Background: an optimization exercise with open tools, aiming at small area. Do not read the settings as production practice.
Only simulation tests tie the RTL to the original design; equivalence was not proved.
Power and IR drop assume default switching activity.

// dma_dispatcher
module dma_dispatcher (
    input  logic                     clk,
    input  logic                     rst_local,
    input  logic                     mmio_read,
    input  logic                     mmio_write,
    input  logic [10-1:0]   mmio_address,
    input  logic [64-1:0]   mmio_writedata,
    output logic [64-1:0]   readdata,
    output logic                     readdatavalid,
    output logic                     rd_ch0_new_cmd,
    output logic [64-1:0]   rd_ch0_src_start_addr,
    output logic [64-1:0]   rd_ch0_dst_start_addr,
    output logic [64-1:0]   rd_ch0_xfer_length,
    output logic                     rd_ch1_new_cmd,
    output logic [64-1:0]   rd_ch1_src_start_addr,
    output logic [64-1:0]   rd_ch1_dst_start_addr,
    output logic [64-1:0]   rd_ch1_xfer_length,
    output logic                     wr_ch0_new_cmd,
    output logic [64-1:0]   wr_ch0_src_start_addr,
    output logic [64-1:0]   wr_ch0_dst_start_addr,
    output logic [64-1:0]   wr_ch0_xfer_length,
    output logic                     wr_ch1_new_cmd,
    output logic [64-1:0]   wr_ch1_src_start_addr,
    output logic [64-1:0]   wr_ch1_dst_start_addr,
    output logic [64-1:0]   wr_ch1_xfer_length,
    output logic                     rd_cfg_sclr,
    output logic                     rd_cfg_clear_irq,
    output logic                     wr_cfg_sclr,
    output logic                     wr_cfg_clear_irq,
    output logic [64-1:0]   magic_addr,
    input  logic [2-1:0] rd_chan_done,
    input  logic [2-1:0] wr_chan_done,
    output logic                     host_mem_rd_xfer_done,
    output logic                     host_mem_wr_xfer_done
);
    dma_cmd_pkg::mmio_req_t   mmio_req;
    dma_cmd_pkg::dma_cmd_t    rd_ch0_cmd, rd_ch1_cmd, wr_ch0_cmd, wr_ch1_cmd;
    dma_cmd_pkg::dma_cfg_t    rd_cfg, wr_cfg;
    dma_csr_pkg::csr_addr_e   word_addr;
    logic [64-1:0]   rd_src, rd_dst, rd_len, wr_src, wr_dst, wr_len;
    logic                     rd_len_zero, wr_len_zero;
  ...
For scale: roughly 2200 cells after synthesis, about 830 flip-flops, roughly 990 I/O pins, about 37000 sq um of cells after synthesis.
==> module dma_csr_regs, before the edit <==
module dma_csr_regs
(
    input  logic                   clk,
    input  logic                   rst_local,
    input  dma_cmd_pkg::mmio_req_t req,
    input  logic [64-1:0] rd_src, rd_dst, rd_len,
    input  logic                   rd_len_zero,
    input  logic [64-1:0] wr_src, wr_dst, wr_len,
    input  logic                   wr_len_zero,
    output logic [64-1:0] readdata,
    output logic                   readdatavalid,
    output dma_cmd_pkg::dma_cfg_t  rd_cfg,
    output dma_cmd_pkg::dma_cfg_t  wr_cfg,
    output logic [64-1:0] magic_addr
);
    dma_csr_pkg::csr_addr_e word_addr;
    logic [64-1:0] scratchpad;
    logic                   hit_rd_cfg, hit_wr_cfg;
    assign word_addr = dma_csr_pkg::csr_addr_e'(req.address[10-1:3]);
    assign hit_rd_cfg = req.write && word_addr == dma_csr_pkg::CSR_RD_CFG;
    assign hit_wr_cfg = req.write && word_addr == dma_csr_pkg::CSR_WR_CFG;
    always_ff @(posedge clk) begin
        if (rst_local) begin
            scratchpad <= '0;
            magic_addr <= '0;
        end else if (req.write) begin
            if (word_addr == dma_csr_pkg::CSR_SCRATCHPAD)
                scratchpad <= req.writedata;
            if (word_addr == dma_csr_pkg::CSR_MAGIC_ADDR)
                magic_addr <= req.writedata;
        end
    end
    always_ff @(posedge clk) begin
        if (rst_local) begin
            rd_cfg        <= '0;
            wr_cfg        <= '0;
            readdatavalid <= 1'b0;
        end else begin
            rd_cfg <= {hit_rd_cfg && req.writedata[dma_csr_pkg::CFG_SCLR_BIT],
                       hit_rd_cfg && req.writedata[dma_csr_pkg::CFG_CLEAR_IRQ_BIT]};
            wr_cfg <= {hit_wr_cfg && req.writedata[dma_csr_pkg::CFG_SCLR_BIT],
                       hit_wr_cfg && req.writedata[dma_csr_pkg::CFG_CLEAR_IRQ_BIT]};
            readdatavalid <= req.read;
        end
    end
    logic sel_hdr, sel_idlo, sel_idhi, sel_nch, sel_bad;
    logic sel_scr, sel_mag, sel_rs, sel_rd, sel_rl, sel_ws, sel_wd, sel_wl;
    always_ff @(posedge clk) begin
        sel_hdr  <= word_addr == dma_csr_pkg::CSR_DFH_HDR;
        sel_idlo <= word_addr == dma_csr_pkg::CSR_ID_LO;
        sel_idhi <= word_addr == dma_csr_pkg::CSR_ID_HI;
        sel_nch  <= word_addr == dma_csr_pkg::CSR_NUM_CHAN;
        sel_scr  <= word_addr == dma_csr_pkg::CSR_SCRATCHPAD;
        sel_mag  <= word_addr == dma_csr_pkg::CSR_MAGIC_ADDR;
        sel_rs   <= word_addr == dma_csr_pkg::CSR_RD_SRC;
        sel_rd   <= word_addr == dma_csr_pkg::CSR_RD_DST;
        sel_rl   <= word_addr == dma_csr_pkg::CSR_RD_LEN && !rd_len_zero;
        sel_ws   <= word_addr == dma_csr_pkg::CSR_WR_SRC;
        sel_wd   <= word_addr == dma_csr_pkg::CSR_WR_DST;
        sel_wl   <= word_addr == dma_csr_pkg::CSR_WR_LEN && !wr_len_zero;
        case (word_addr)
            dma_csr_pkg::CSR_DFH_HDR, dma_csr_pkg::CSR_ID_LO, dma_csr_pkg::CSR_ID_HI,
            dma_csr_pkg::CSR_NEXT_OFFS, dma_csr_pkg::CSR_SCRATCHPAD,
            dma_csr_pkg::CSR_MAGIC_ADDR, dma_csr_pkg::CSR_NUM_CHAN,
            dma_csr_pkg::CSR_RD_SRC, dma_csr_pkg::CSR_RD_DST, dma_csr_pkg::CSR_RD_LEN,
            dma_csr_pkg::CSR_WR_SRC, dma_csr_pkg::CSR_WR_DST, dma_csr_pkg::CSR_WR_LEN:
                sel_bad <= 1'b0;
            default:
                sel_bad <= 1'b1;
        endcase
    end
    assign readdata = ({64{sel_hdr}}  & 64'h1000_0100_0000_0001) |
                      ({64{sel_idlo}} & 64'hA2C4_5E71_09B3_6D18) |
                      ({64{sel_idhi}} & 64'h3F8E_D05A_4B12_C967) |
                      ({64{sel_nch}}  & 64'(2)) |
                      ({64{sel_bad}}  & 64'h0BAD_0BAD_0BAD_0BAD) |
                      ({64{sel_scr}}  & scratchpad) |
                      ({64{sel_mag}}  & magic_addr) |
                      ({64{sel_rs}}   & rd_src) |
                      ({64{sel_rd}}   & rd_dst) |
                      ({64{sel_rl}}   & rd_len) |
                      ({64{sel_ws}}   & wr_src) |
                      ({64{sel_wd}}   & wr_dst) |
                      ({64{sel_wl}}   & wr_len);
endmodule
export LEC_CHECK = 0
export CAP_MARGIN = 20
export CORE_MARGIN = 2
export CORE_UTILIZATION = 40
export SLEW_MARGIN = 20
create_clock -name core_clock -period 8.0 [get_ports {clk}]
standard.sh (not shown) runs the stock make flow with config.mk's settings and CLKGATE_MAP_FILE= SYNTH_SCRIPT=/design/flow/synth_recipe.tcl, a recipe that flattens the netlist after the stock synthesis.
==> flow/flow/run.sh <==
#!/bin/bash
# Standard layout, with the smallest buffer on the ports and a clock tree of
# larger leaf clusters, without dummy loads. Each ORFS step logs to
# orfs/logs/; make's own output goes to make_finish.log.
set -euo pipefail
export BUFFER_PORTS_ARGS="-buffer_cell sky130_fd_sc_hd__buf_1"
export CTS_ARGS="-sink_clustering_enable -repair_clock_nets -dont_use_dummy_load -buf_list {sky130_fd_sc_hd__clkbuf_16} -sink_clustering_size 30 -sink_clustering_max_diameter 100"
bash standard.sh finish > make_finish.log 2>&1
Then changed:
--- a/flow/design.v
+++ b/flow/design.v
@@ -62,17 +62,21 @@
     assign word_addr = dma_csr_pkg::csr_addr_e'(req.address[10-1:3]);
     assign hit_rd_cfg = req.write && word_addr == dma_csr_pkg::CSR_RD_CFG;
     assign hit_wr_cfg = req.write && word_addr == dma_csr_pkg::CSR_WR_CFG;
     always_ff @(posedge clk) begin
-        if (rst_local) begin
-            scratchpad <= '0;
+        if (rst_local)
             magic_addr <= '0;
-        end else if (req.write) begin
-            if (word_addr == dma_csr_pkg::CSR_SCRATCHPAD)
-                scratchpad <= req.writedata;
-            if (word_addr == dma_csr_pkg::CSR_MAGIC_ADDR)
-                magic_addr <= req.writedata;
-        end
+        else if (req.write && word_addr == dma_csr_pkg::CSR_MAGIC_ADDR)
+            magic_addr <= req.writedata;
+    end
+    logic scr_zero;
+    always_ff @(posedge clk) begin
+        if (req.write && word_addr == dma_csr_pkg::CSR_SCRATCHPAD)
+            scratchpad <= req.writedata;
+        if (rst_local)
+            scr_zero <= 1'b1;
+        else if (req.write && word_addr == dma_csr_pkg::CSR_SCRATCHPAD)
+            scr_zero <= 1'b0;
     end
     always_ff @(posedge clk) begin
         if (rst_local) begin
             rd_cfg        <= '0;
@@ -92,9 +96,9 @@
         sel_hdr  <= word_addr == dma_csr_pkg::CSR_DFH_HDR;
         sel_idlo <= word_addr == dma_csr_pkg::CSR_ID_LO;
         sel_idhi <= word_addr == dma_csr_pkg::CSR_ID_HI;
         sel_nch  <= word_addr == dma_csr_pkg::CSR_NUM_CHAN;
-        sel_scr  <= word_addr == dma_csr_pkg::CSR_SCRATCHPAD;
+        sel_scr  <= word_addr == dma_csr_pkg::CSR_SCRATCHPAD && !scr_zero;
         sel_mag  <= word_addr == dma_csr_pkg::CSR_MAGIC_ADDR;
         sel_rs   <= word_addr == dma_csr_pkg::CSR_RD_SRC;
         sel_rd   <= word_addr == dma_csr_pkg::CSR_RD_DST;
         sel_rl   <= word_addr == dma_csr_pkg::CSR_RD_LEN && !rd_len_zero;
The new run finished with timing, DRC and antenna clean.
Fmax barely changes.
Design area fell by about 0.64%.
Worst setup slack gains 0.022 ns.
Wire length decreases by about 0.8%.
Area after synthesis goes down by about 0.9%.
Global-route usage rose by 0.38 points.
Non-clock buffer count does not change.
Total power goes down by about 0.9%.
Sequential power came out higher by about 1%.
Final cell count shrinks by about 3%.

---

## v6
Another version of the RTL of dma_dispatcher (not shown whole).
Size: about 2500 cells after synthesis, about 810 flip-flops, ~990 I/O pins, roughly 37000 µm² of cells after synthesis.
==> module dma_blk_adder, before the edit <==
module dma_blk_adder (
    input  logic                   clk,
    input  logic [64-1:0] a,
    input  logic [64-1:0] b,
    input  logic                   cin,
    output logic [64-1:0] sum
);
    logic [64:0] c, cr;
    logic                 c13_q, c26_q, c39_q, c52_q;
    logic                 p3;
    always_comb begin
        c[0] = cin;
        cr[0] = cin;
        for (int i = 0; i < 64; i++) begin
            cr[i+1] = (a[i] & b[i]) | ((a[i] ^ b[i]) & c[i]);
            case (i + 1)
                13:      c[i+1] = c13_q;
                26:      c[i+1] = c26_q;
                39:      c[i+1] = c39_q;
                52:      c[i+1] = c52_q;
                default: c[i+1] = cr[i+1];
            endcase
        end
    end
    assign p3 = &(a[51:39] ^ b[51:39]);
    always_ff @(posedge clk) begin
        c13_q <= cr[13];
        c26_q <= cr[26];
        c39_q <= cr[39];
        c52_q <= p3 ? cr[39] : cr[52];
    end
    assign sum = a ^ b ^ c[64-1:0];
endmodule
==> module dma_cmd_splitter, before the edit <==
module dma_cmd_splitter
(
    input  logic                   clk,
    input  logic                   rst_local,
    input  logic                   wr_src,
    input  logic                   wr_dst,
    input  logic                   wr_len,
    input  logic [64-1:0] wdata,
    input  logic                   wdata_hi_nz,    
    input  logic                   wdata_nz,       
    input  logic [2-1:0] chan_done,
    output logic [64-1:0] src_q,
    output logic [64-1:0] dst_q,
    output logic [64-1:0] len_q,
    output logic                   len_zero,
    output dma_cmd_pkg::dma_cmd_t  chan0_cmd,
    output dma_cmd_pkg::dma_cmd_t  chan1_cmd,
    output logic                   xfer_done
);
    logic [64-1:0] src_s, dst_s;
    logic [64-1:0] len_half, len_ch0, src_ch1, dst_ch1;
    logic [64:0]   inc_c;
    logic                   go, has_ch1;
    logic [2:0]             stb_d;
    assign go = wr_len && wdata_nz;
    always_ff @(posedge clk) begin
        if (wr_src)
            src_q <= wdata;
        if (wr_dst)
            dst_q <= wdata;
        if (go) begin
            len_q   <= wdata;
            has_ch1 <= wdata_hi_nz;
            src_s   <= src_q;
            dst_s   <= dst_q;
        end
        if (wr_len)
            len_zero <= !wdata_nz;
    end
    always_ff @(posedge clk) begin
        if (rst_local)
            stb_d <= '0;
        else
            stb_d <= {stb_d[1:0], go};
    end
    assign len_half = {1'b0, len_q[64-1:1]};
    always_comb begin
        inc_c[0] = len_q[0];
        for (int k = 0; k < 64 / 8; k++) begin
            for (int i = k*8; i < k*8 + 7; i++)
                inc_c[i+1] = inc_c[i] & len_half[i];
            inc_c[k*8 + 8] = inc_c[k*8] & (&len_half[k*8 +: 8]);
        end
    end
    assign len_ch0 = len_half ^ inc_c[64-1:0];
    dma_blk_adder src_add (.clk, .a (src_s), .b (len_half), .cin (len_q[0]), .sum (src_ch1));
    dma_blk_adder dst_add (.clk, .a (dst_s), .b (len_half), .cin (len_q[0]), .sum (dst_ch1));
    assign chan0_cmd = {stb_d[2], src_s, dst_s, len_ch0};
    assign chan1_cmd = {stb_d[2] && has_ch1, src_ch1, dst_ch1, len_half};
    dma_done_tracker done_inst (
        .clk, .rst_local,
        .chan_new_cmd ({chan1_cmd.new_cmd, chan0_cmd.new_cmd}),
        .chan_done,
        .xfer_done
    );
endmodule
export LEC_CHECK = 0
export CAP_MARGIN = 20
export CORE_MARGIN = 2
export CORE_UTILIZATION = 40
export SLEW_MARGIN = 20
create_clock -name core_clock -period 8.0 [get_ports {clk}]
run.sh (not shown) runs the stock make flow with config.mk's settings and CLKGATE_MAP_FILE= SYNTH_SCRIPT=/design/flow/synth_recipe.tcl, a recipe that flattens the netlist after the stock synthesis.
Stock flow here: none of the scripts above is used.
v6 | status: complete | timing, DRC, antenna: pass
Relative to v6, the following input files were edited for v7:
diff --git a/flow/design.v b/flow/design.v
--- a/flow/design.v
+++ b/flow/design.v
@@ -116,29 +116,28 @@
     output logic [64-1:0] sum
 );
-    logic [64:0] c, cr;
-    logic                 c13_q, c26_q, c39_q, c52_q;
-    logic                 p3;
+    localparam int BW = 8;
+    localparam int NB = 64 / BW;
+    logic [64-1:0] p, g;
+    logic [64:0]   c;
+    logic [NB-1:0]          blk_p, blk_co;
+    logic [NB:0]            c_nxt;
+    logic [NB-1:1]          c_q;
+    assign p = a ^ b;
+    assign g = a & b;
     always_comb begin
-        c[0] = cin;
-        cr[0] = cin;
-        for (int i = 0; i < 64; i++) begin
-            cr[i+1] = (a[i] & b[i]) | ((a[i] ^ b[i]) & c[i]);
-            case (i + 1)
-                13:      c[i+1] = c13_q;
-                26:      c[i+1] = c26_q;
-                39:      c[i+1] = c39_q;
-                52:      c[i+1] = c52_q;
-                default: c[i+1] = cr[i+1];
-            endcase
+        for (int k = 0; k < NB; k++) begin
+            c[k*BW] = (k == 0) ? cin : c_q[k];
+            for (int i = k*BW; i < k*BW + BW; i++)
+                c[i+1] = g[i] | (p[i] & c[i]);
+            blk_co[k] = c[k*BW + BW];
+            blk_p[k]  = &p[k*BW +: BW];
         end
+        c_nxt[0] = cin;
+        for (int k = 0; k < NB; k++)
+            c_nxt[k+1] = blk_p[k] ? c_nxt[k] : blk_co[k];
     end
-    assign p3 = &(a[51:39] ^ b[51:39]);
-    always_ff @(posedge clk) begin
-        c13_q <= cr[13];
-        c26_q <= cr[26];
-        c39_q <= cr[39];
-        c52_q <= p3 ? cr[39] : cr[52];
-    end
-    assign sum = a ^ b ^ c[64-1:0];
+    always_ff @(posedge clk)
+        c_q <= c_nxt[NB-1:1];
+    assign sum = p ^ c[64-1:0];
 endmodule
 module dma_cmd_splitter
@@ -190,9 +189,6 @@
     always_comb begin
         inc_c[0] = len_q[0];
-        for (int k = 0; k < 64 / 8; k++) begin
-            for (int i = k*8; i < k*8 + 7; i++)
-                inc_c[i+1] = inc_c[i] & len_half[i];
-            inc_c[k*8 + 8] = inc_c[k*8] & (&len_half[k*8 +: 8]);
-        end
+        for (int i = 0; i < 64; i++)
+            inc_c[i+1] = inc_c[i] & len_half[i];
     end
     assign len_ch0 = len_half ^ inc_c[64-1:0];
--- outcome ---
Completing all stages was not enough for v7: its layout failed the final checks because of setup timing. Looking only at number of clock-tree buffers in the layout, and setting everything else aside, the higher value of v7 and v6 goes to v7. | register-to-register slack | v7 vs v6 | 0.19 ns lower |. Looking at capture point of the critical path, the wr_ch0_xfer_length[62] result is from v7; the rd_ch1_src_start_addr[51] one comes from v6. Of v7 and v6, the higher wire length of the first global-routing pass belongs to v7. Compared v6 against v7; final count of pins violating max slew within noise. Critical path depth in cells: v7 and v6 compared, higher one is v7. Summary of v7 over v6: routed length on met1 moved up, final cell count saw an increase, setup slack went down by 5.07 ns, longest individual stage delay on the worst path level.

[afterwards: timing with drivers on the ports]
In the flow no input, the clock included, has a driving cell. The finished layouts below were timed again as built, in two steps.
Step 1: set_driving_cell puts a clkbuf_16 on clk and a buf_2 on each other input, an assumption about the parent block.
Step 2, shift: input delay + t, output delay - t, t = (earliest + latest rising clock arrival at the registers) / 2. This alone moves slack from input paths to output paths.
Three values: ideal ports, drivers, drivers and shift; two values: the first two.
run | t, ns | slack for setup (ns) | worst slew at a driven data input, ns
the first run of note 1 | 0.644 | 0.199 / 0.126 / 0.770 | 0.13
the second run of note 1 | 0.636 | 0.221 / 0.156 / 0.792 | 0.16
v6 | 0.708 | 0.131 / 0.055 / 0.763 | 0.20
v7 | 0.716 | -4.936 / -5.012 / -4.296 | 0.19
